From an optimization exercise on the open Yosys and OpenROAD flow, aimed at small area; shortcuts taken in it are not production practice. Function was checked by simulation only, so behaviour that the tests miss may differ from the original. Power figures rest on the tool's default switching activity, not on a simulated workload.

run 1:
==> flow/design.v <==
package fg_pkg;
  typedef enum logic [1:0] {
    ST_IDLE = 2'd0,
    ST_RISE = 2'd1,
    ST_ON   = 2'd2,
    ST_FALL = 2'd3
  } fg_state_e;
  function automatic integer ch_idx_w(input integer n);
    ch_idx_w = (n > 1) ? $clog2(n) : 1;
  endfunction
  function automatic integer cfg_w(input integer cb, input integer w);
    cfg_w = 2 * cb + 3 * w + 2;
  endfunction
endpackage
module fg_slope_channel #(
  parameter int CB = 32,
  parameter int W  = 16
) (
  input  logic                  clk_i,
  input  logic                  rst_i,
  input  logic                  clk_en_i,
  input  logic                  sync_i,
  input  logic                  pending_i,
  input  logic [2*CB+3*W+1:0]   shadow_i,
  output logic                  commit_o,
  output logic [W:0]            out_o,
  output logic                  period_start_o
);
  localparam logic [1:0] ST_IDLE = 2'd0, ST_RISE = 2'd1, ST_ON = 2'd2, ST_FALL = 2'd3;
  localparam int N = W + 1;
  function automatic logic [W:0] bkadd(input logic [W-1:0] a, input logic [W-1:0] b,
                                       input logic cin);
    logic [N-1:0] g, p, pp;
    g[0]  = cin;
    p[0]  = 1'b0;
    pp[0] = 1'b0;
    for (int i = 0; i < W; i++) begin
      g[i+1]  = a[i] & b[i];
      p[i+1]  = a[i] ^ b[i];
      pp[i+1] = a[i] ^ b[i];
    end
    for (int d = 1; d < N; d = d * 2)
      for (int i = 2 * d - 1; i < N; i = i + 2 * d) begin
        g[i] = g[i] | (p[i] & g[i-d]);
        p[i] = p[i] & p[i-d];
      end
    for (int d = N / 2; d >= 1; d = d / 2)
      for (int i = 3 * d - 1; i < N; i = i + 2 * d) begin
        g[i] = g[i] | (p[i] & g[i-d]);
        p[i] = p[i] & p[i-d];
      end
    for (int i = 0; i < W; i++) bkadd[i] = pp[i+1] ^ g[i];
    bkadd[W] = g[W];
  endfunction
  function automatic logic [CB-1:0] cinc(input logic [CB-1:0] a, input logic inc);
    logic c, cg;
    cg = inc;
    for (int k = 0; k < CB / 4; k++) begin
      c = cg;
      for (int i = 4 * k; i < 4 * k + 4; i++) begin
        cinc[i] = a[i] ^ c;
        c       = a[i] & c;
      end
      cg = cg & (&a[4*k +: 4]);
    end
  endfunction
  logic [1:0]    state_q, state_d;
  logic [CB-1:0] cnt_q, cnt_d, period_q, on_q;
  logic [W-1:0]  val_q, val_d, kr_q, nkf_q, namp_q, out_q, amp;
  logic          en_q, inv_q, ps_q;
  logic          clr, tick, wrap, cnt_zero, cnt_on, cnt_per, kill, upd;
  logic          val_is_amp, val_is_zero, clamp;
  logic [W:0]    t_amp, t_sum, t_cmp;
  logic          to_fall;
  always_comb begin
    clr      = rst_i | !en_q;
    tick     = clk_en_i;
    upd      = !clr & tick;
    cnt_per  = (cnt_q == period_q);
    cnt_on   = (cnt_q == on_q);
    cnt_zero = (cnt_q == '0);
    wrap     = sync_i | cnt_per;
    commit_o = pending_i & (!en_q | (clk_en_i & wrap));
    kill     = clr | (tick & wrap);
    cnt_d    = cinc(cnt_q, tick) & {CB{!kill}};
    amp         = ~namp_q;
    t_amp       = bkadd(val_q, namp_q, 1'b0);   
    val_is_amp  = &t_amp[W-1:0];
    val_is_zero = (val_q == '0);
    state_d = state_q;
    case (state_q)
      ST_IDLE: if (cnt_zero) state_d = ST_RISE;
      ST_RISE: begin
        if (cnt_on)          state_d = ST_FALL;
        else if (val_is_amp) state_d = ST_ON;
        else if (cnt_per)    state_d = ST_IDLE;
      end
      ST_ON: begin
        if (cnt_zero)    state_d = ST_RISE;
        else if (cnt_on) state_d = ST_FALL;
      end
      default: begin
        if (cnt_zero)         state_d = ST_RISE;
        else if (val_is_zero) state_d = ST_IDLE;
      end
    endcase
    to_fall = (state_q == ST_RISE & cnt_on) |
              (state_q == ST_ON & !cnt_zero & cnt_on) |
              (state_q == ST_FALL & !cnt_zero & !val_is_zero);
    t_sum   = bkadd(val_q, to_fall ? nkf_q : kr_q, to_fall);
    t_cmp   = bkadd(kr_q, t_amp[W-1:0], 1'b0);
    clamp   = t_amp[W] | t_cmp[W];
    case (state_d)
      ST_IDLE: val_d = '0;
      ST_RISE: val_d = clamp ? amp : t_sum[W-1:0];
      ST_ON:   val_d = amp;
      default: val_d = t_sum[W] ? t_sum[W-1:0] : '0;
    endcase
    if (clr) begin
      state_d = ST_IDLE;
      val_d   = '0;
    end else if (!tick) begin
      state_d = state_q;
      val_d   = val_q;
    end
  end
  always_ff @(posedge clk_i) begin
    if (commit_o)
      {period_q, on_q, kr_q, nkf_q, namp_q} <= shadow_i[2*CB+3*W+1:2];
    if (rst_i) begin
      en_q  <= 1'b0;
      inv_q <= 1'b0;
    end else if (commit_o) begin
      {en_q, inv_q} <= shadow_i[1:0];
    end
    cnt_q   <= cnt_d;
    state_q <= state_d;
    val_q   <= val_d;
    ps_q    <= upd & wrap;
    out_q   <= rst_i ? '0 : (inv_q ? ~t_amp[W-1:0] : val_q);
  end
  assign out_o          = {1'b0, out_q};
  assign period_start_o = ps_q;
endmodule
module fg_multi_waveform_gen #(
  parameter int CHANNELS          = 4,
  parameter int COUNTER_BITWIDTH  = 32,
  parameter int WAVEFORM_BITWIDTH = 16
) (
  input  logic                                         clk_i,
  input  logic                                         rst_i,
  input  logic                                         clk_en_i,
  input  logic                                         sync_i,
  input  logic                                         cfg_valid_i,
  output logic                                         cfg_ready_o,
  input  logic [fg_pkg::ch_idx_w(CHANNELS)-1:0]        cfg_ch_i,
  input  logic [COUNTER_BITWIDTH-1:0]                  cfg_period_i,
  input  logic [COUNTER_BITWIDTH-1:0]                  cfg_on_i,
  input  logic [WAVEFORM_BITWIDTH-1:0]                 cfg_k_rise_i,
  input  logic [WAVEFORM_BITWIDTH-1:0]                 cfg_k_fall_i,
  input  logic [WAVEFORM_BITWIDTH-1:0]                 cfg_amp_i,
  input  logic                                         cfg_en_i,
  input  logic                                         cfg_invert_i,
  output logic [CHANNELS*(WAVEFORM_BITWIDTH+1)-1:0]    out_o,
  output logic [CHANNELS-1:0]                          period_start_o
);
  localparam int CB   = COUNTER_BITWIDTH;
  localparam int W    = WAVEFORM_BITWIDTH;
  localparam int CFGW = fg_pkg::cfg_w(CB, W);
  logic [CHANNELS-1:0][CFGW-1:0] shadow_q;
  logic [CHANNELS-1:0]           pending_q, commit, accept;
  logic [CFGW-1:0]               cfg_word;
  assign cfg_word    = {cfg_period_i, cfg_on_i, cfg_k_rise_i, ~cfg_k_fall_i,
                        ~cfg_amp_i, cfg_en_i, cfg_invert_i};
  assign cfg_ready_o = !pending_q[cfg_ch_i];
  for (genvar n = 0; n < CHANNELS; n++) begin : g_ch
    assign accept[n] = cfg_valid_i && !pending_q[n] && (cfg_ch_i == n);
    always_ff @(posedge clk_i) begin
      if (accept[n]) shadow_q[n] <= cfg_word;
      if (rst_i) pending_q[n] <= 1'b0;
      else       pending_q[n] <= (pending_q[n] & !commit[n]) | accept[n];
    end
    fg_slope_channel #(.CB(CB), .W(W)) u_ch (
      .clk_i          (clk_i),
      .rst_i          (rst_i),
      .clk_en_i       (clk_en_i),
      .sync_i         (sync_i),
      .pending_i      (pending_q[n]),
      .shadow_i       (shadow_q[n]),
      .commit_o       (commit[n]),
      .out_o          (out_o[n*(W+1) +: W+1]),
      .period_start_o (period_start_o[n])
    );
  end
endmodule
clock: 6.0 ns
lec_check: 0
cap_margin: 20
core_margin: 2
core_utilization: 70
cts_buf_list: sky130_fd_sc_hd__clkbuf_16
cts_cluster_diameter: 100
cts_cluster_size: 30
slew_margin: 20
run.sh (not shown) runs the stock make flow with config.mk's settings and CLKGATE_MAP_FILE= SYNTH_SCRIPT=/design/flow/synth_recipe.tcl, a recipe that flattens the netlist after the stock synthesis.
[inputs] run 2 vs run 1
Settings: CTS_CLUSTER_DIAMETER no longer set, was 100; CTS_BUF_LIST no longer set, was sky130_fd_sc_hd__clkbuf_16; CTS_CLUSTER_SIZE no longer set, was 30.
==> flow/flow/run.sh (new file) <==
#!/bin/bash
# Layout flow: the standard ORFS flow (standard.sh, unchanged synthesis)
# with two layout settings that ORFS reads from the environment:
#  - ports are buffered with the smallest buffer (buf_1) instead of the
#    default clkdlybuf4s50_1; every input and output still gets a buffer;
#  - clock tree: clkbuf_16 leaf clusters of up to 28 sinks within 90 um,
#    a clkbuf_8 root, without the dummy loads CTS adds for balancing.
# The make output goes to flow_make.log here; ORFS's per-step logs stay in
# orfs/logs/.
set -euo pipefail
export BUFFER_PORTS_ARGS="-buffer_cell sky130_fd_sc_hd__buf_1"
export CTS_ARGS="-sink_clustering_enable -repair_clock_nets -sink_clustering_size 28 -sink_clustering_max_diameter 90 -buf_list sky130_fd_sc_hd__clkbuf_16 -root_buf sky130_fd_sc_hd__clkbuf_8 -dont_use_dummy_load"
bash standard.sh > flow_make.log 2>&1
==> flow/standard.sh (new file) <==
#!/bin/bash
# synth_recipe.tcl (not shown) runs the flow's synth.tcl, then flattens the netlist and writes it again
# the make line also repeats each setting of config.mk as NAME=value (left out here)
make -C /OpenROAD-flow-scripts/flow DESIGN_CONFIG=/design/flow/config.mk WORK_HOME=/design/flow/orfs CLKGATE_MAP_FILE= SYNTH_SCRIPT=/design/flow/synth_recipe.tcl "${@:-finish}"
removed: flow/run.sh
Notes after the runs:
Run 2 vs. run 1: logic depth of the worst setup path including buffers went up by 1.
Summary of run 2 over run 1: minimum clock period lower; final area decreased about 2.3%.
Area overhead of the layout relative to synthesis came out lower on run 2 than on run 1.
| non-filler instance count after layout | lower: run 2 |
Summary of the comparison: layout cell share with drive strength beyond 1 is higher in run 2, relative to run 1.
### run 2 -> run 3
Settings: CORE_UTILIZATION: 70 -> 65.
==> flow/flow/run.sh <==
#!/bin/bash
# Layout flow: the standard ORFS flow (standard.sh, unchanged synthesis)
# with two layout settings that ORFS reads from the environment:
#  - ports are buffered with the smallest buffer (buf_1) instead of the
#    default clkdlybuf4s50_1; every input and output still gets a buffer;
#  - clock tree: clkbuf_16 leaf clusters of up to 24 sinks within 80 um,
#    without the dummy loads CTS adds for balancing.
# The make output goes to flow_make.log here; ORFS's per-step logs stay in
# orfs/logs/.
set -euo pipefail
export BUFFER_PORTS_ARGS="-buffer_cell sky130_fd_sc_hd__buf_1"
export CTS_ARGS="-sink_clustering_enable -repair_clock_nets -sink_clustering_size 24 -sink_clustering_max_diameter 80 -buf_list sky130_fd_sc_hd__clkbuf_16 -dont_use_dummy_load"
bash standard.sh > flow_make.log 2>&1
- From run 2 to run 3 the numbers moved as follows: leakage power of the design now larger; overall power after layout higher; maximum frequency grew by 0.60 MHz.
- When the final numbers for run 3 and run 2 were put side by side, the worst hold slack after final layout turned out to be smaller in run 2.
- Initial core utilization (higher): run 2
- Run 3 vs run 2 — post-route cell area climbed slightly
- Measured against each other, run 3 and run 2 differ in endpoint required time on the critical path, the higher figure coming from run 2.
- Going from run 2 to run 3, cell area after placement grows by about 0.3%.
The inputs of run 4 differ from those of run 3 as listed below.
Settings: swapping 65 for 70 in CORE_UTILIZATION.
--- a/flow/flow/run.sh
+++ b/flow/flow/run.sh
@@ -5,3 +5,3 @@
 #    default clkdlybuf4s50_1; every input and output still gets a buffer;
-#  - clock tree: clkbuf_16 leaf clusters of up to 24 sinks within 80 um,
+#  - clock tree: clkbuf_16 leaf clusters of up to 28 sinks within 90 um,
 #    without the dummy loads CTS adds for balancing.
@@ -11,3 +11,3 @@
 export BUFFER_PORTS_ARGS="-buffer_cell sky130_fd_sc_hd__buf_1"
-export CTS_ARGS="-sink_clustering_enable -repair_clock_nets -sink_clustering_size 24 -sink_clustering_max_diameter 80 -buf_list sky130_fd_sc_hd__clkbuf_16 -dont_use_dummy_load"
+export CTS_ARGS="-sink_clustering_enable -repair_clock_nets -sink_clustering_size 28 -sink_clustering_max_diameter 90 -buf_list sky130_fd_sc_hd__clkbuf_16 -dont_use_dummy_load"
 bash standard.sh > flow_make.log 2>&1
### Flow results
Across run 4 and run 3, none had a timing, DRC or antenna violation. Worst slack on hold paths: run 4 vs run 3 down 0.037 ns. Diff run 3 -> run 4: clock skew did not really move, net switching component of the power lower, met1 capacity usage during global routing went up 3.2 points.
> inputs changed (run 4 -> run 5)
Settings: changing CORE_UTILIZATION from 70 to 65; setting CTS_CLUSTER_DIAMETER to 80 for the first time; setting CTS_CLUSTER_SIZE to 24 for the first time; setting CTS_BUF_LIST to sky130_fd_sc_hd__clkbuf_16 for the first time.
==> flow/run.sh (new file) <==
#!/bin/bash
# synth_recipe.tcl (not shown) runs the flow's synth.tcl, then flattens the netlist and writes it again
# the make line also repeats each setting of config.mk as NAME=value (left out here)
make -C /OpenROAD-flow-scripts/flow DESIGN_CONFIG=/design/flow/config.mk WORK_HOME=/design/flow/orfs CLKGATE_MAP_FILE= SYNTH_SCRIPT=/design/flow/synth_recipe.tcl finish
removed: flow/flow/run.sh
removed: flow/standard.sh
Notes after the runs:
- g_ch[3].u_ch.cnt_q[18] as the critical path launch point was reported by run 4, and g_ch[3].u_ch.cnt_q[20] by run 5.
- Relative max-transition margin ended up 0.15 points higher on run 5 than on run 4.
- Of run 5 and run 4, the higher number of standard cells in the layout, taps in and fillers out belongs to run 5.
- Total global routing track utilization in run 5 is 2.0 points lower than in run 4
- On final estimated routing congestion in global placement, run 5 and run 4 are basically level.
- Taking run 4 as the reference, in run 5 cell area higher, non-clock buffer count higher.
- Changes observed in run 5 relative to run 4: later-pin clock latency in the skew report went up 0.03 ns; proportion of final cell area spent on non-clock buffers has increased; combinational share of power now sits higher; standard-cell row count saw an increase.

-- afterwards: timing with drivers on the ports --
How much do the figures lean on ideal ports? The routed layouts below were timed once more, with nothing changed but the port constraints.
Step 1, drivers: a clkbuf_16 drives clk_i and a buf_2 each remaining input, both assumed.
Step 2 adds t to the input delays and takes it off the output delays; t is the mean of the earliest and latest rising clock arrival at the registers after step 1. Input paths then give back, and output paths get back, about the clock's delay inside the block.
Three values: ideal ports, drivers, drivers and shift; two values: the first two.
run | shift t [ns] | slack for setup (ns) | slew at the worst register clock pin (ns) | worst data-port slew with drivers (ns)
run 1 | 0.705 | 0.199 / 0.199 / 0.199 | 0.12 / 0.12 | 0.14
run 2 | 0.819 | 0.258 / 0.258 / 0.258 | 0.11 / 0.11 | 0.12
run 3 | 0.712 | 0.278 / 0.278 / 0.278 | 0.10 / 0.10 | 0.11
run 4 | 0.696 | 0.238 / 0.238 / 0.238 | 0.11 / 0.11 | 0.12
run 5 | 0.744 | 0.294 / 0.294 / 0.294 | 0.10 / 0.10 | 0.12
After both steps setup and hold are still met in every run listed.
